Source: an optimization exercise on an open RTL-to-GDS flow (aim: small area, a short achievable clock period and few clock cycles). Production flows keep margins and buffers that such runs may drop.
Function was checked by simulation only, so behaviour that the tests miss may differ from the original.

`design/flow/design.v`:
```
package md_pkg;
   typedef enum logic [1:0] {
      MD_MULT  = 2'b00,
      MD_MULTU = 2'b01,
      MD_DIV   = 2'b10,
      MD_DIVU  = 2'b11
   } md_op_e;
   typedef enum logic [1:0] {
      MD_IDLE,
      MD_MUL_WAIT,
      MD_DIV_RUN,
      MD_DIV_FIX
   } md_state_e;
   localparam int unsigned DIV_ITERS = 32;
   localparam int unsigned CNT_W     = 5;
endpackage
module md_div_step #(
   parameter int unsigned DATA_W = 32
) (
   input  logic [DATA_W-1:0] rem_i,
   input  logic [DATA_W-1:0] quo_i,
   input  logic [DATA_W-1:0] dvs_i,
   output logic [DATA_W-1:0] rem_o,
   output logic [DATA_W-1:0] quo_o
);
   logic [DATA_W:0] shifted;
   always_comb begin
      shifted = {rem_i, quo_i[DATA_W-1]};
      if (shifted >= {1'b0, dvs_i}) begin
         rem_o = shifted[DATA_W-1:0] - dvs_i;
         quo_o = {quo_i[DATA_W-2:0], 1'b1};
      end else begin
         rem_o = shifted[DATA_W-1:0];
         quo_o = {quo_i[DATA_W-2:0], 1'b0};
      end
   end
endmodule
import md_pkg::*;
module md_ctrl #(
   parameter int unsigned DATA_W  = 32,
   parameter int unsigned MUL_LAT = 4
) (
   input  logic              clk,
   input  logic              rst_n,
   input  logic              md_start,
   input  logic [1:0]        md_op,
   input  logic [DATA_W-1:0] md_a,
   input  logic [DATA_W-1:0] md_b,
   input  logic              md_flush,
   input  logic              md_rd_hi,
   input  logic              md_rd_lo,
   input  logic              md_wr_hi,
   input  logic              md_wr_lo,
   output logic              md_stall,
   output logic              md_busy,
   output logic              md_done,
   output logic [DATA_W-1:0] hi,
   output logic [DATA_W-1:0] lo
);
   md_pkg::md_state_e         state_q, state_d;
   logic [CNT_W-1:0]    cnt_q, cnt_d;
   logic [DATA_W-1:0]   hi_q, hi_d, lo_q, lo_d;
   logic                done_q, done_d;
   logic [2*DATA_W-1:0] prod_q, prod_d;
   logic [DATA_W-1:0]   rem_q, rem_d, quo_q, quo_d, dvs_q, dvs_d, a_q, a_d;
   logic                qneg_q, qneg_d, rneg_q, rneg_d, dvz_q, dvz_d;
   logic                idle, accept, signed_op;
   logic [DATA_W-1:0]   abs_a, abs_b, rem_nx, quo_nx;
   logic [2*DATA_W-1:0] ext_a, ext_b;
   assign idle      = (state_q == MD_IDLE);
   assign accept    = idle && md_start && !md_flush;
   assign signed_op = (md_op == MD_MULT) || (md_op == MD_DIV);
   assign abs_a = (signed_op && md_a[DATA_W-1]) ? -md_a : md_a;
   assign abs_b = (signed_op && md_b[DATA_W-1]) ? -md_b : md_b;
   assign ext_a = {{DATA_W{signed_op & md_a[DATA_W-1]}}, md_a};
   assign ext_b = {{DATA_W{signed_op & md_b[DATA_W-1]}}, md_b};
   md_div_step #(
      .DATA_W (DATA_W)
   ) u_div_step (
      .rem_i (rem_q),
      .quo_i (quo_q),
      .dvs_i (dvs_q),
      .rem_o (rem_nx),
      .quo_o (quo_nx)
   );
   always_comb begin
      state_d = state_q;
      cnt_d   = cnt_q;
      hi_d    = hi_q;
      lo_d    = lo_q;
      done_d  = 1'b0;
      prod_d  = prod_q;
      rem_d   = rem_q;
      quo_d   = quo_q;
      dvs_d   = dvs_q;
      a_d     = a_q;
      qneg_d  = qneg_q;
      rneg_d  = rneg_q;
      dvz_d   = dvz_q;
      unique case (state_q)
         MD_IDLE: begin
            if (accept) begin
               if (!md_op[1]) begin
                  prod_d  = ext_a * ext_b;
                  cnt_d   = CNT_W'(MUL_LAT - 1);
                  state_d = MD_MUL_WAIT;
               end else begin
                  rem_d   = '0;
                  quo_d   = abs_a;
                  dvs_d   = abs_b;
                  a_d     = md_a;
                  qneg_d  = signed_op && (md_a[DATA_W-1] ^ md_b[DATA_W-1]);
                  rneg_d  = signed_op && md_a[DATA_W-1];
                  dvz_d   = (md_b == '0);
                  cnt_d   = CNT_W'(DIV_ITERS - 1);
                  state_d = MD_DIV_RUN;
               end
            end else if (!md_flush && !md_start) begin
               if (md_wr_hi) hi_d = md_a;
               if (md_wr_lo) lo_d = md_a;
            end
         end
         MD_MUL_WAIT: begin
            if (cnt_q == '0) begin
               {hi_d, lo_d} = prod_q;
               done_d       = 1'b1;
               state_d      = MD_IDLE;
            end else begin
               cnt_d = cnt_q - 1'b1;
            end
         end
         MD_DIV_RUN: begin
            rem_d = rem_nx;
            quo_d = quo_nx;
            if (cnt_q == '0) state_d = MD_DIV_FIX;
            else             cnt_d   = cnt_q - 1'b1;
         end
         MD_DIV_FIX: begin
            if (dvz_q) begin
               lo_d = '1;
               hi_d = a_q;
            end else begin
               lo_d = qneg_q ? -quo_q : quo_q;
               hi_d = rneg_q ? -rem_q : rem_q;
            end
            done_d  = 1'b1;
            state_d = MD_IDLE;
         end
         default: state_d = MD_IDLE;
      endcase
   end
   always_ff @(posedge clk or negedge rst_n) begin
      if (!rst_n) begin
         state_q <= MD_IDLE;
         cnt_q   <= '0;
         hi_q    <= '0;
         lo_q    <= '0;
         done_q  <= 1'b0;
         prod_q  <= '0;
         rem_q   <= '0;
         quo_q   <= '0;
         dvs_q   <= '0;
         a_q     <= '0;
         qneg_q  <= 1'b0;
         rneg_q  <= 1'b0;
         dvz_q   <= 1'b0;
      end else begin
         state_q <= state_d;
         cnt_q   <= cnt_d;
         hi_q    <= hi_d;
         lo_q    <= lo_d;
         done_q  <= done_d;
         prod_q  <= prod_d;
         rem_q   <= rem_d;
         quo_q   <= quo_d;
         dvs_q   <= dvs_d;
         a_q     <= a_d;
         qneg_q  <= qneg_d;
         rneg_q  <= rneg_d;
         dvz_q   <= dvz_d;
      end
   end
   assign md_busy  = !idle;
   assign md_done  = done_q;
   assign hi       = hi_q;
   assign lo       = lo_q;
   assign md_stall = md_busy && (md_start || md_rd_hi || md_rd_lo ||
                     md_wr_hi || md_wr_lo);
endmodule
```
`design/flow/run.sh`:
```
#!/bin/bash
# synth_recipe.tcl (not shown) runs the flow's synth.tcl, then flattens the netlist and writes it again
# the make line also repeats each setting of config.mk as NAME=value (left out here)
make -C /OpenROAD-flow-scripts/flow DESIGN_CONFIG=/design/flow/config.mk WORK_HOME=/design/flow/orfs CLKGATE_MAP_FILE= SYNTH_SCRIPT=/design/flow/synth_recipe.tcl finish
```
`design/flow/config.mk`:
```
export PLATFORM = sky130hd
export DESIGN_NAME = md_ctrl
export DESIGN_NICKNAME = md_ctrl
export VERILOG_FILES = /design/flow/design.v
export SDC_FILE = /design/flow/constraint.sdc
export NUM_CORES = 4
export LEC_CHECK = 0
export CAP_MARGIN = 20
export CORE_MARGIN = 2
export CORE_UTILIZATION = 40
export SLEW_MARGIN = 20
```
`design/flow/constraint.sdc`:
```
create_clock -name core_clock -period 12.0 [get_ports {clk}]
set_input_delay 2.4000 -clock core_clock [delete_from_list [all_inputs] [get_ports {clk}]]
set_output_delay 2.4000 -clock core_clock [all_outputs]
set_load 0.01 [all_outputs]
```
==> run summary <==
==> sequential cells by signal (all words and copies together) (netlist names), 2 cells and up <==
register and count:
quo_q 32, lo_q 32, hi_q 32, state_q 2, dvs_q 32, prod_q 64
cnt_q 5, a_q 32, rem_q 32
==> layer usage <==
| metal | part of all wire | routed length (µm) |
|---|---|---|
| met5 | 0.00024 | 41 |
| met4 | 0.032 | 5380 |
| met3 | 0.090 | 15100 |
| met2 | 0.43 | 72200 |
| met1 | 0.45 | 75300 |
==> Yosys cell counts, types with 5 or more instances <==
master,number,area (µm²)
inv_1,1189,4460
fa_1,1126,22500
nand2_1,1082,4060
and2_1,371,2320
clkbuf_1,317,1190
o21ai_0,304,1520
dfrtp_1,267,6680
ha_1,255,3190
nor2_1,192,721
a21oi_1,181,906
xnor2_1,134,1170
xor2_1,76,666
buf_1,58,218
a21o_1,48,360
nand3_1,46,230
a31oi_1,42,263
a22o_1,33,289
a22oi_1,31,233
nor3_1,26,130
o31ai_1,23,173
nand2b_1,22,138
o21bai_1,21,158
o41ai_1,20,175
or4_1,18,135
or3_1,16,100
o311ai_0,15,131
nand4_1,14,87.6
nor2b_1,14,87.6
nor4_1,14,87.6
mux2i_1,13,130
o211ai_1,10,75.1
and3_1,9,56.3
a211oi_1,8,60.1
o21a_1,8,60.1
o21ai_1,6,30.0
o22ai_1,6,37.5
or2_2,6,37.5
a21boi_0,5,37.5
a32oi_1,5,43.8
buf_4,5,37.5
nand3b_1,5,37.5
nor3b_1,5,37.5
==> placed cells by master, fill, tap and decap left out, drive strengths merged, types with 33 or more instances in the layout <==
| master | synthesis | final |
|---|---|---|
| a21o | 48 | 48 |
| dfrtp | 267 | 267 |
| clkbuf | 318 | 39 |
| clkdlybuf4s50 | 0 | 96 |
| a31oi | 42 | 42 |
| and2 | 371 | 371 |
| nor2 | 193 | 193 |
| xnor2 | 134 | 134 |
| o21ai | 310 | 310 |
| fa | 1126 | 1126 |
| xor2 | 76 | 76 |
| a21oi | 181 | 181 |
| buf | 66 | 192 |
| inv | 1189 | 1190 |
| ha | 255 | 255 |
| nand3 | 46 | 46 |
| nand2 | 1082 | 1082 |
| a22o | 33 | 33 |
==> cell families (layout without fill, tap and decap cells) <==
group | after synthesis | in the layout | share of synthesized area
AO/OA/AOI/OAI | 805 | 805 | 0.0919
XOR/XNOR | 210 | 210 | 0.0343
adder cells (fa/ha/maj) | 1381 | 1381 | 0.480
buffers and inverters | 1573 | 1526 | 0.111
flip-flops | 267 | 267 | 0.125
multiplexers | 15 | 15 | 0.00284
other | 0 | 4 | 0
AND/OR/NAND/NOR | 1852 | 1852 | 0.156
==> cell type report <==
cell class | instances | area, µm² | area share
Sequential cell | 267 | 6680 | 0.116
Clock inverter | 10 | 148 | 0.00256
Inverter | 1189 | 4460 | 0.0773
Antenna cell | 4 | 10.0 | 0.000173
Timing Repair Buffer | 288 | 2330 | 0.0403
Clock buffer | 39 | 802 | 0.0139
Tap cell | 1768 | 2210 | 0.0383
Multi-Input combinational cell | 4263 | 41100 | 0.712
==> worst paths after layout <==
check | end | startpoint | slack [ps]
worst max-delay path | prod_q[63]$_DFFE_PN0P_ | md_op[0] | 1000
worst min-delay path | a_q[21]$_DFFE_PN0P_ | a_q[21]$_DFFE_PN0P_ | 480
worst max register to register | rem_q[29]$_DFFE_PN0P_ | state_q[1]$_DFFE_PN0P_ | 8050
worst min register to register | a_q[21]$_DFFE_PN0P_ | a_q[21]$_DFFE_PN0P_ | 480
max in group asynchronous | prod_q[13]$_DFFE_PN0P_ | rst_n | 8110
min in group asynchronous | hi_q[19]$_DFFE_PN0P_ | rst_n | 1810
==> through the flow <==
stage / util
final: 0.433
after global routing: 0.433
after CTS: 0.433
after detailed placement: 0.426
after global placement: 0.426
after floorplan: -
==> worst register-to-register path, stage by stage, from the launching register on <==
cell,delay (ps)
dfrtp_1,410
inv_1,140
ha_1,360
nand2_1,150
or2_4,240
buf_4,390
nand2_1,260
and2_1,480
nand2_1,640
or4_1,710
nand3_1,100
==> results by group <==
Status
  • Status: complete, no violations

STA
  • RSZ-0062 raised after global routing: false
  • Max-slew violation count: 0
  • Fin crit share: 0.916
  • Worst hold slack: 476 ps
  • Setup TNS: 0 ps
  • Worst Clk Skew: 33.9 ps
  • Worst-Margin Slew: 1150 ps
  • Slew headroom: 0.230
  • Fin. Hold Viols: 0
  • F_max: between 0.09 and 0.1 GHz
  • Setup violations, final: 0
  • Minimum clock period: 11000 ps
  • Slack of the critical path: 1000 ps

GRT
  • Gr usage total: 0.249
  • Global route hottest layer: met2
  • Global routing usage on met2: 0.375
  • First-pass GRT wire length: 261000 µm
  • Vias in the first global route: approximately 43000
  • Largest net degree at the start of global routing: 106
  • GRT met1 Usage: 0.366
  • Initial antenna violation count: 12
  • Met3 Resource Use GR: 0.0443
  • GRT overflow: 0

Synth
  • Syn Nets: between 7000 and 8000
  • Synth Register Bits: between 200 and 300
  • Synth Cell Area: 53700 µm²
  • Synth cell types: 77
  • Syn Inst Count: 6103
  • Syn. warnings: 2
  • Avg Inst Size Synth: 8.79 µm²
  • Ys async rst share: 1.00
  • Primary FF master, synth: dfrtp_1
  • Post-synth EDFFs: 0
  • Sequential cell area fraction in the yosys report: 0.125

Setup path
  • Worst-path maximum fanout: 14
  • Most frequent cell on the critical path: fa_1
  • CP Class: in2reg
  • R2R depth: 10
  • Buf/Inv on CP: 6
  • Critical Path RT: 12430 ps
  • Worst path arrival time: 11430 ps
  • Critical path depth in cells: 26
  • Kind of cell adding the most delay to the critical path: adder cells
  • Slowest CP cell: fa_1
  • Critical Path Start Type: input pin
  • Crit path largest cell delay: 630 ps
  • Setup crit end kind: flop

Clocking
  • Post CTS Setup Buffer Count: 0
  • TritonCTS clock tree: yes
  • CTS buffer count: 28
  • Resize count post-CTS: 0
  • Clock Pin Slew Worst Setup and Hold Paths: 70 ps
  • Clk root buf: clkbuf_16
  • Cts hold-fix bufs: 0
  • TritonCTS Sinks: 267
  • H-tree Lvls: 1
  • Clock tree buffer depth: 3
  • Worst-skew pair later-pin latency: 580 ps

Floorplan
  • Initial core utilization: 0.403
  • Die width: 370 µm
  • Area of the die: 137000 µm²
  • Core area: between 100000 and 150000 µm²
  • Die Y: 370 µm
  • # rows: 134
  • Ports: approximately 140

Cells and area
  • Final #Nets: around 7500
  • Layout cells sized above 1: 0.0447
  • Area Overhead vs Synth: 7.62%
  • Post-route cell area: 57700 µm²
  • Fill cells: 13197
  • Layout Cells excl Fill: roughly 7800

Min path
  • Worst Hold Class: reg2reg
  • Hold path depth: 2

Drt
  • Routed WL: between 150000 and 200000 µm
  • Post-route DRC: 0
  • WL per Instance: 21.5 µm
  • Initial DRT Pass Iterations: 6
  • DRT iter0 DRCs: approximately 3400
  • Post-route ant nets: 0
  • Via density: 5.30
  • Via count: 41509

Placement
  • Dpl cell area: 56800 µm²
  • Buffers added on ports: 140
  • Dpl ws: 482 ps
  • Dpl cells: 7775
  • Post-DP HPWL: 134000 µm
  • GPL Wtd Cong: approximately 0.97

Job
  • Max-cap viol count: 0
Testbench counts, summed over its fixed seeds: cycles 61,339.

## static timing again, ports no longer ideal
The flow's constraints put no driver on any port. The routed layout listed below was extracted and timed again, unchanged, in two steps.
Step 1, drivers: a clkbuf_16 drives clk and a buf_2 each remaining input, both assumed.
Step 2 times the ports against the registers' clock, not the clock port: input delays grow and output delays shrink by t, the midpoint of the rising clock arrivals with the driver on.
a / b / c = no drivers / after step 1 / after step 2; a / b = the first two.
t, ns: 0.635
setup WS [ns]: 1.003 / 0.987 / 0.353
hold slack, ns: 0.476 / 0.476 / 0.476
latest minus earliest clock arrival (ns): 0.038 / 0.039
After both steps this run still meets setup and hold. The setup slack of this run moves by -0.016 ns with the drivers and by -0.650 ns with both steps.
